This is an optimization exercise on Yosys and OpenROAD, whose aim is small area, a short achievable clock period and few clock cycles per item, not a production implementation.
Where RTL was checked, it was by simulation tests only, not by an equivalence proof against the original.
Power and IR drop assume default switching activity.

==> v24: inputs <==
==> flow/design.v (excerpt) <==
module row_coverage_interval_merge_core (
    input  logic                                i_clk,
    input  logic                                i_rst_n,
    input  logic                                i_s_axis_tvalid,
    output logic                                o_s_axis_tready,
    input  logic [rcim_pkg::IN_DATA_BITS-1:0]   i_s_axis_tdata,
    input  logic                                i_s_axis_tuser,
    output logic                                o_m_axis_tvalid,
    input  logic                                i_m_axis_tready,
    output logic [rcim_pkg::OUT_DATA_BITS-1:0]  o_m_axis_tdata,
    output logic [rcim_pkg::OUT_USER_BITS-1:0]  o_m_axis_tuser
);
    localparam int W = rcim_pkg::OUT_DATA_BITS + rcim_pkg::OUT_USER_BITS;
    logic           w_adv;
    logic           w_res_valid;
    logic [W-1:0]   w_res;
    logic           r_m_valid;
    logic [W-1:0]   r_m;
    assign w_adv           = !r_m_valid || i_m_axis_tready;
    assign o_s_axis_tready = w_adv;
    rcim_engine u_engine (
        .i_clk       (i_clk),
        .i_rst_n     (i_rst_n),
        .i_adv       (w_adv),
        .i_in_valid  (i_s_axis_tvalid),
        .i_in_clear  (i_s_axis_tuser),
        .i_in_data   (i_s_axis_tdata),
        .o_res_valid (w_res_valid),
        .o_res_data  (w_res[rcim_pkg::OUT_DATA_BITS-1:0]),
        .o_res_user  (w_res[W-1:rcim_pkg::OUT_DATA_BITS])
    );
    always_ff @(posedge i_clk) begin
        if (!i_rst_n) begin
            r_m_valid <= 1'b0;
        end else if (w_adv) begin
            r_m_valid <= w_res_valid;
        end
    end
    always_ff @(posedge i_clk) begin
        if (w_adv) begin
            r_m <= w_res;
        end
    end
    assign o_m_axis_tvalid = r_m_valid;
    assign o_m_axis_tdata  = r_m[rcim_pkg::OUT_DATA_BITS-1:0];
    assign o_m_axis_tuser  = r_m[W-1:rcim_pkg::OUT_DATA_BITS];
endmodule
clock: 8.0 ns
lec_check: 0
cap_margin: 20
cell_pad_in_sites_detail_placement: 1
cell_pad_in_sites_global_placement: 2
core_margin: 2
core_utilization: 25
cts_cluster_diameter: 110
cts_cluster_size: 20
place_density: 0.45
setup_slack_margin: 3.5
slew_margin: 20
run.sh (not shown) runs the stock make flow with config.mk's settings and CLKGATE_MAP_FILE= SYNTH_SCRIPT=/design/flow/synth_recipe.tcl, a recipe that flattens the netlist after the stock synthesis.
==> v16: changes against v24 <==
--- a/flow/design.v
+++ b/flow/design.v
@@ -237,11 +237,11 @@
         .i_qa   (rd_qa),
         .i_qb   (rd_qb),
         .o_bits (w_top_bits)
     );
     logic [N-1:0]         w_live, w_touch, w_lo_in, w_hi_in;
-    logic                 w_contained, w_cont_low, w_any_touch, w_any_lo, w_any_hi;
+    logic                 w_contained, w_any_touch, w_any_lo, w_any_hi;
     logic                 w_zero2, w_full;
     logic                 w_upd, w_merge, w_append, w_ovf;
     logic [N-1:0]         w_kill;
     logic signed [S-1:0]  w_run_a, w_run_b, w_new_a, w_new_b;
     logic [N-1:0][2:0]    w_bits_in;
@@ -252,23 +252,21 @@
             bits = (i == N - 1) ? w_top_bits : w_kept_bits[i];
             w_touch[i] = w_live[i] && bits[0];
             w_lo_in[i] = w_live[i] && bits[1];
             w_hi_in[i] = w_live[i] && bits[2];
         end
-        w_cont_low  = |(w_lo_in[N-2:0] & w_hi_in[N-2:0]);
-        w_contained = w_cont_low || (w_lo_in[N-1] && w_hi_in[N-1]);
+        w_contained = |(w_lo_in & w_hi_in);
         w_any_touch = |w_touch;
         w_any_lo    = |w_lo_in;
         w_any_hi    = |w_hi_in;
         w_zero2 = rcim_pkg::prefix_two(~w_live) >> (N - 1);
         w_full  = !rd_clear && !w_zero2;
         w_upd    = i_adv && rd_valid;
         w_merge  = rd_covers && !w_contained;
         w_ovf    = w_merge && !w_any_touch && w_full;
         w_append = w_upd && w_merge && !w_ovf;
-        w_kill[N-2:0] = !w_upd ? '0 : (rd_clear ? '1 : ((rd_covers && !w_cont_low) ? w_touch[N-2:0] : '0));
-        w_kill[N-1]   = w_upd && (rd_clear || (w_merge && w_touch[N-1]));
+        w_kill   = !w_upd ? '0 : (rd_clear ? '1 : (w_merge ? w_touch : '0));
         w_run_a = '0;
         w_run_b = '0;
         for (int i = 0; i < N; i++) begin
             w_run_a = w_run_a | (w_lo_in[i] ? w_sa[i] : S'(0));
             w_run_b = w_run_b | (w_hi_in[i] ? w_sb[i] : S'(0));
@@ -312,24 +310,26 @@
         end
     end
     logic [N-1:0]         w_f0, w_f1;
     logic                 w_seen1;
     logic [N-1:0]         w_one, w_two;
-    logic signed [S-1:0]  w_b0, w_b1;
+    logic signed [S-1:0]  w_b0, w_a1, w_b1;
     logic [3:0][3:0]      w_pc;
     logic [3:0][3:0][1:0] w_pc1;
     logic [3:0][1:0][2:0] w_pc2;
     always_comb begin
         w_one = rcim_pkg::prefix_or(w_valid);
         w_two = rcim_pkg::prefix_two(w_valid);
         w_f0  = w_valid & ~{w_one[N-2:0], 1'b0};
         w_f1  = w_valid & {w_one[N-2:0], 1'b0} & ~{w_two[N-2:0], 1'b0};
         w_seen1 = w_two[N-1];
         w_b0 = '0;
+        w_a1 = '0;
         w_b1 = '0;
         for (int i = 0; i < N; i++) begin
             w_b0 = w_b0 | (w_f0[i] ? w_sb[i] : S'(0));
+            w_a1 = w_a1 | (w_f1[i] ? w_sa[i] : S'(0));
             w_b1 = w_b1 | (w_f1[i] ? w_sb[i] : S'(0));
         end
         for (int j = 0; j < 4; j++) begin
             for (int k = 0; k < 4; k++) w_pc1[j][k] = 2'(w_valid[8*j+2*k]) + 2'(w_valid[8*j+2*k+1]);
             for (int k = 0; k < 2; k++) w_pc2[j][k] = 3'(w_pc1[j][2*k]) + 3'(w_pc1[j][2*k+1]);
@@ -340,11 +340,11 @@
     logic                 rg_covers;
     logic                 rg_ovf;
     logic                 rg_gv;
     logic [3:0][3:0]      rg_pc;
     logic signed [S-1:0]  rg_lo, rg_hi;
-    logic signed [S-1:0]  rg_b0, rg_b1;
+    logic signed [S-1:0]  rg_b0, rg_a1, rg_b1;
     always_ff @(posedge i_clk) begin
         if (!i_rst_n) begin
             rg_valid <= 1'b0;
         end else if (i_adv) begin
             rg_valid <= r3_valid;
@@ -357,20 +357,21 @@
             rg_lo     <= r3_lo;
             rg_hi     <= r3_hi;
             rg_gv     <= w_seen1;
             rg_pc     <= w_pc;
             rg_b0     <= w_b0;
+            rg_a1     <= w_a1;
             rg_b1     <= w_b1;
         end
     end
     logic signed [S-1:0]  w_gap;
     logic [5:0]           w_count;
     always_comb begin
         w_count = 6'(rg_pc[0]) + 6'(rg_pc[1]) + 6'(rg_pc[2]) + 6'(rg_pc[3]);
         if (!rg_gv) begin
             w_gap = '0;
-        end else if (rg_b0 < rg_b1) begin
+        end else if (rg_b0 <= rg_a1) begin
             w_gap = rg_b0;
         end else begin
             w_gap = rg_b1;
         end
     end
@@ -392,14 +393,16 @@
 );
     localparam int W = rcim_pkg::OUT_DATA_BITS + rcim_pkg::OUT_USER_BITS;
     logic           w_adv;
     logic           w_res_valid;
     logic [W-1:0]   w_res;
-    logic           r_m_valid;
-    logic [W-1:0]   r_m;
-    assign w_adv           = !r_m_valid || i_m_axis_tready;
-    assign o_s_axis_tready = w_adv;
+    logic           w_push, w_take;
+    logic           r_m_valid, r_k_valid;
+    logic           r_ready;             
+    logic [W-1:0]   r_m, r_k;
+    assign w_adv           = !r_k_valid;
+    assign o_s_axis_tready = r_ready;
     rcim_engine u_engine (
         .i_clk       (i_clk),
         .i_rst_n     (i_rst_n),
         .i_adv       (w_adv),
         .i_in_valid  (i_s_axis_tvalid),
@@ -407,20 +410,29 @@
         .i_in_data   (i_s_axis_tdata),
         .o_res_valid (w_res_valid),
         .o_res_data  (w_res[rcim_pkg::OUT_DATA_BITS-1:0]),
         .o_res_user  (w_res[W-1:rcim_pkg::OUT_DATA_BITS])
     );
+    assign w_push = w_adv && w_res_valid;
+    assign w_take = r_m_valid && i_m_axis_tready;
     always_ff @(posedge i_clk) begin
         if (!i_rst_n) begin
             r_m_valid <= 1'b0;
-        end else if (w_adv) begin
-            r_m_valid <= w_res_valid;
+            r_k_valid <= 1'b0;
+            r_ready   <= 1'b1;
+        end else begin
+            r_ready   <= !((r_k_valid && !w_take) || (w_push && r_m_valid && !w_take));
+            r_m_valid <= r_k_valid || w_push || (r_m_valid && !w_take);
+            r_k_valid <= (r_k_valid && !w_take) || (w_push && r_m_valid && !w_take);
         end
     end
     always_ff @(posedge i_clk) begin
-        if (w_adv) begin
-            r_m <= w_res;
+        if (!r_m_valid || w_take) begin
+            r_m <= r_k_valid ? r_k : w_res;
+        end
+        if (w_push && r_m_valid && !w_take) begin
+            r_k <= w_res;
         end
     end
     assign o_m_axis_tvalid = r_m_valid;
     assign o_m_axis_tdata  = r_m[rcim_pkg::OUT_DATA_BITS-1:0];
     assign o_m_axis_tuser  = r_m[W-1:rcim_pkg::OUT_DATA_BITS];
CELL_PAD_IN_SITES_DETAIL_PLACEMENT = not set   (was 1)
CELL_PAD_IN_SITES_GLOBAL_PLACEMENT = not set   (was 2)
CORE_UTILIZATION = 30   (was 25)
CTS_CLUSTER_DIAMETER = not set   (was 110)
CTS_CLUSTER_SIZE = not set   (was 20)
MIN_ROUTING_LAYER = met2   (was not set)
SETUP_SLACK_MARGIN = 4.5   (was 3.5)
==> v38: changes against v24 <==
CTS_CLUSTER_DIAMETER = not set   (was 110)
CTS_CLUSTER_SIZE = not set   (was 20)
==> v10: changes against v24 <==
--- a/flow/design.v
+++ b/flow/design.v
@@ -237,11 +237,11 @@
         .i_qa   (rd_qa),
         .i_qb   (rd_qb),
         .o_bits (w_top_bits)
     );
     logic [N-1:0]         w_live, w_touch, w_lo_in, w_hi_in;
-    logic                 w_contained, w_cont_low, w_any_touch, w_any_lo, w_any_hi;
+    logic                 w_contained, w_any_touch, w_any_lo, w_any_hi;
     logic                 w_zero2, w_full;
     logic                 w_upd, w_merge, w_append, w_ovf;
     logic [N-1:0]         w_kill;
     logic signed [S-1:0]  w_run_a, w_run_b, w_new_a, w_new_b;
     logic [N-1:0][2:0]    w_bits_in;
@@ -252,23 +252,21 @@
             bits = (i == N - 1) ? w_top_bits : w_kept_bits[i];
             w_touch[i] = w_live[i] && bits[0];
             w_lo_in[i] = w_live[i] && bits[1];
             w_hi_in[i] = w_live[i] && bits[2];
         end
-        w_cont_low  = |(w_lo_in[N-2:0] & w_hi_in[N-2:0]);
-        w_contained = w_cont_low || (w_lo_in[N-1] && w_hi_in[N-1]);
+        w_contained = |(w_lo_in & w_hi_in);
         w_any_touch = |w_touch;
         w_any_lo    = |w_lo_in;
         w_any_hi    = |w_hi_in;
         w_zero2 = rcim_pkg::prefix_two(~w_live) >> (N - 1);
         w_full  = !rd_clear && !w_zero2;
         w_upd    = i_adv && rd_valid;
         w_merge  = rd_covers && !w_contained;
         w_ovf    = w_merge && !w_any_touch && w_full;
         w_append = w_upd && w_merge && !w_ovf;
-        w_kill[N-2:0] = !w_upd ? '0 : (rd_clear ? '1 : ((rd_covers && !w_cont_low) ? w_touch[N-2:0] : '0));
-        w_kill[N-1]   = w_upd && (rd_clear || (w_merge && w_touch[N-1]));
+        w_kill   = !w_upd ? '0 : (rd_clear ? '1 : (w_merge ? w_touch : '0));
         w_run_a = '0;
         w_run_b = '0;
         for (int i = 0; i < N; i++) begin
             w_run_a = w_run_a | (w_lo_in[i] ? w_sa[i] : S'(0));
             w_run_b = w_run_b | (w_hi_in[i] ? w_sb[i] : S'(0));
@@ -312,24 +310,26 @@
         end
     end
     logic [N-1:0]         w_f0, w_f1;
     logic                 w_seen1;
     logic [N-1:0]         w_one, w_two;
-    logic signed [S-1:0]  w_b0, w_b1;
+    logic signed [S-1:0]  w_b0, w_a1, w_b1;
     logic [3:0][3:0]      w_pc;
     logic [3:0][3:0][1:0] w_pc1;
     logic [3:0][1:0][2:0] w_pc2;
     always_comb begin
         w_one = rcim_pkg::prefix_or(w_valid);
         w_two = rcim_pkg::prefix_two(w_valid);
         w_f0  = w_valid & ~{w_one[N-2:0], 1'b0};
         w_f1  = w_valid & {w_one[N-2:0], 1'b0} & ~{w_two[N-2:0], 1'b0};
         w_seen1 = w_two[N-1];
         w_b0 = '0;
+        w_a1 = '0;
         w_b1 = '0;
         for (int i = 0; i < N; i++) begin
             w_b0 = w_b0 | (w_f0[i] ? w_sb[i] : S'(0));
+            w_a1 = w_a1 | (w_f1[i] ? w_sa[i] : S'(0));
             w_b1 = w_b1 | (w_f1[i] ? w_sb[i] : S'(0));
         end
         for (int j = 0; j < 4; j++) begin
             for (int k = 0; k < 4; k++) w_pc1[j][k] = 2'(w_valid[8*j+2*k]) + 2'(w_valid[8*j+2*k+1]);
             for (int k = 0; k < 2; k++) w_pc2[j][k] = 3'(w_pc1[j][2*k]) + 3'(w_pc1[j][2*k+1]);
@@ -340,11 +340,11 @@
     logic                 rg_covers;
     logic                 rg_ovf;
     logic                 rg_gv;
     logic [3:0][3:0]      rg_pc;
     logic signed [S-1:0]  rg_lo, rg_hi;
-    logic signed [S-1:0]  rg_b0, rg_b1;
+    logic signed [S-1:0]  rg_b0, rg_a1, rg_b1;
     always_ff @(posedge i_clk) begin
         if (!i_rst_n) begin
             rg_valid <= 1'b0;
         end else if (i_adv) begin
             rg_valid <= r3_valid;
@@ -357,20 +357,21 @@
             rg_lo     <= r3_lo;
             rg_hi     <= r3_hi;
             rg_gv     <= w_seen1;
             rg_pc     <= w_pc;
             rg_b0     <= w_b0;
+            rg_a1     <= w_a1;
             rg_b1     <= w_b1;
         end
     end
     logic signed [S-1:0]  w_gap;
     logic [5:0]           w_count;
     always_comb begin
         w_count = 6'(rg_pc[0]) + 6'(rg_pc[1]) + 6'(rg_pc[2]) + 6'(rg_pc[3]);
         if (!rg_gv) begin
             w_gap = '0;
-        end else if (rg_b0 < rg_b1) begin
+        end else if (rg_b0 <= rg_a1) begin
             w_gap = rg_b0;
         end else begin
             w_gap = rg_b1;
         end
     end
@@ -392,14 +393,16 @@
 );
     localparam int W = rcim_pkg::OUT_DATA_BITS + rcim_pkg::OUT_USER_BITS;
     logic           w_adv;
     logic           w_res_valid;
     logic [W-1:0]   w_res;
-    logic           r_m_valid;
-    logic [W-1:0]   r_m;
-    assign w_adv           = !r_m_valid || i_m_axis_tready;
-    assign o_s_axis_tready = w_adv;
+    logic           w_push, w_take;
+    logic           r_m_valid, r_k_valid;
+    logic           r_ready;             
+    logic [W-1:0]   r_m, r_k;
+    assign w_adv           = !r_k_valid;
+    assign o_s_axis_tready = r_ready;
     rcim_engine u_engine (
         .i_clk       (i_clk),
         .i_rst_n     (i_rst_n),
         .i_adv       (w_adv),
         .i_in_valid  (i_s_axis_tvalid),
@@ -407,20 +410,29 @@
         .i_in_data   (i_s_axis_tdata),
         .o_res_valid (w_res_valid),
         .o_res_data  (w_res[rcim_pkg::OUT_DATA_BITS-1:0]),
         .o_res_user  (w_res[W-1:rcim_pkg::OUT_DATA_BITS])
     );
+    assign w_push = w_adv && w_res_valid;
+    assign w_take = r_m_valid && i_m_axis_tready;
     always_ff @(posedge i_clk) begin
         if (!i_rst_n) begin
             r_m_valid <= 1'b0;
-        end else if (w_adv) begin
-            r_m_valid <= w_res_valid;
+            r_k_valid <= 1'b0;
+            r_ready   <= 1'b1;
+        end else begin
+            r_ready   <= !((r_k_valid && !w_take) || (w_push && r_m_valid && !w_take));
+            r_m_valid <= r_k_valid || w_push || (r_m_valid && !w_take);
+            r_k_valid <= (r_k_valid && !w_take) || (w_push && r_m_valid && !w_take);
         end
     end
     always_ff @(posedge i_clk) begin
-        if (w_adv) begin
-            r_m <= w_res;
+        if (!r_m_valid || w_take) begin
+            r_m <= r_k_valid ? r_k : w_res;
+        end
+        if (w_push && r_m_valid && !w_take) begin
+            r_k <= w_res;
         end
     end
     assign o_m_axis_tvalid = r_m_valid;
     assign o_m_axis_tdata  = r_m[rcim_pkg::OUT_DATA_BITS-1:0];
     assign o_m_axis_tuser  = r_m[W-1:rcim_pkg::OUT_DATA_BITS];
CELL_PAD_IN_SITES_DETAIL_PLACEMENT = not set   (was 1)
CELL_PAD_IN_SITES_GLOBAL_PLACEMENT = not set   (was 2)
CORE_UTILIZATION = 35   (was 25)
CTS_CLUSTER_DIAMETER = not set   (was 110)
CTS_CLUSTER_SIZE = not set   (was 20)
MIN_ROUTING_LAYER = met2   (was not set)
PLACE_DENSITY = 0.5   (was 0.45)
SETUP_SLACK_MARGIN = 4.0   (was 3.5)
==> summary of the runs <==
v16 never finished: it broke off in global routing with GRT-0116. v24 ran to the end with no violations. v38 completed with no timing, DRC or antenna violations. v10 ended with an error in global routing. In critical path depth, v38 and v24 do not differ. In flip-flop and latch count, v38 and v24 do not differ. Against v24, the clock power of v38 is larger by 50%. Against v38, the combinational power of v24 is lower by about 0.7%.
Testbench counts of v24, summed over its fixed seeds: cycles 8,048, items 8,000.
Testbench counts of v38, summed over its fixed seeds: cycles 8,048, items 8,000.
For v16 and v10, only the layout was checked, not whether the RTL still works.

==> separate check: timing with driven ports <==
Ports are ideal in the flow. The routed layouts listed here were re-timed in OpenROAD. Step 1 assumes that a clkbuf_16 drives the clock port and a buf_2 every other input. Step 2 moves the port delays by t, midway between the first and last clock arrival at a register: inputs arrive t later, outputs are due t later. That takes back most of the time a late clock gives input paths. Three values: ideal ports, drivers, drivers and shift; two values: the first two.
run | shift t [ns] | setup WS [ns] | pins driven straight from the clock port
v24 | 1.172 | 3.307 / 3.307 / 2.633 | 1
v38 | 1.173 | 3.356 / 3.356 / 2.560 | 1
After both steps setup and hold are still met in every run listed. The setup slack of v38, which loses most, moves by 0.000 ns with the drivers and by -0.796 ns with both steps.
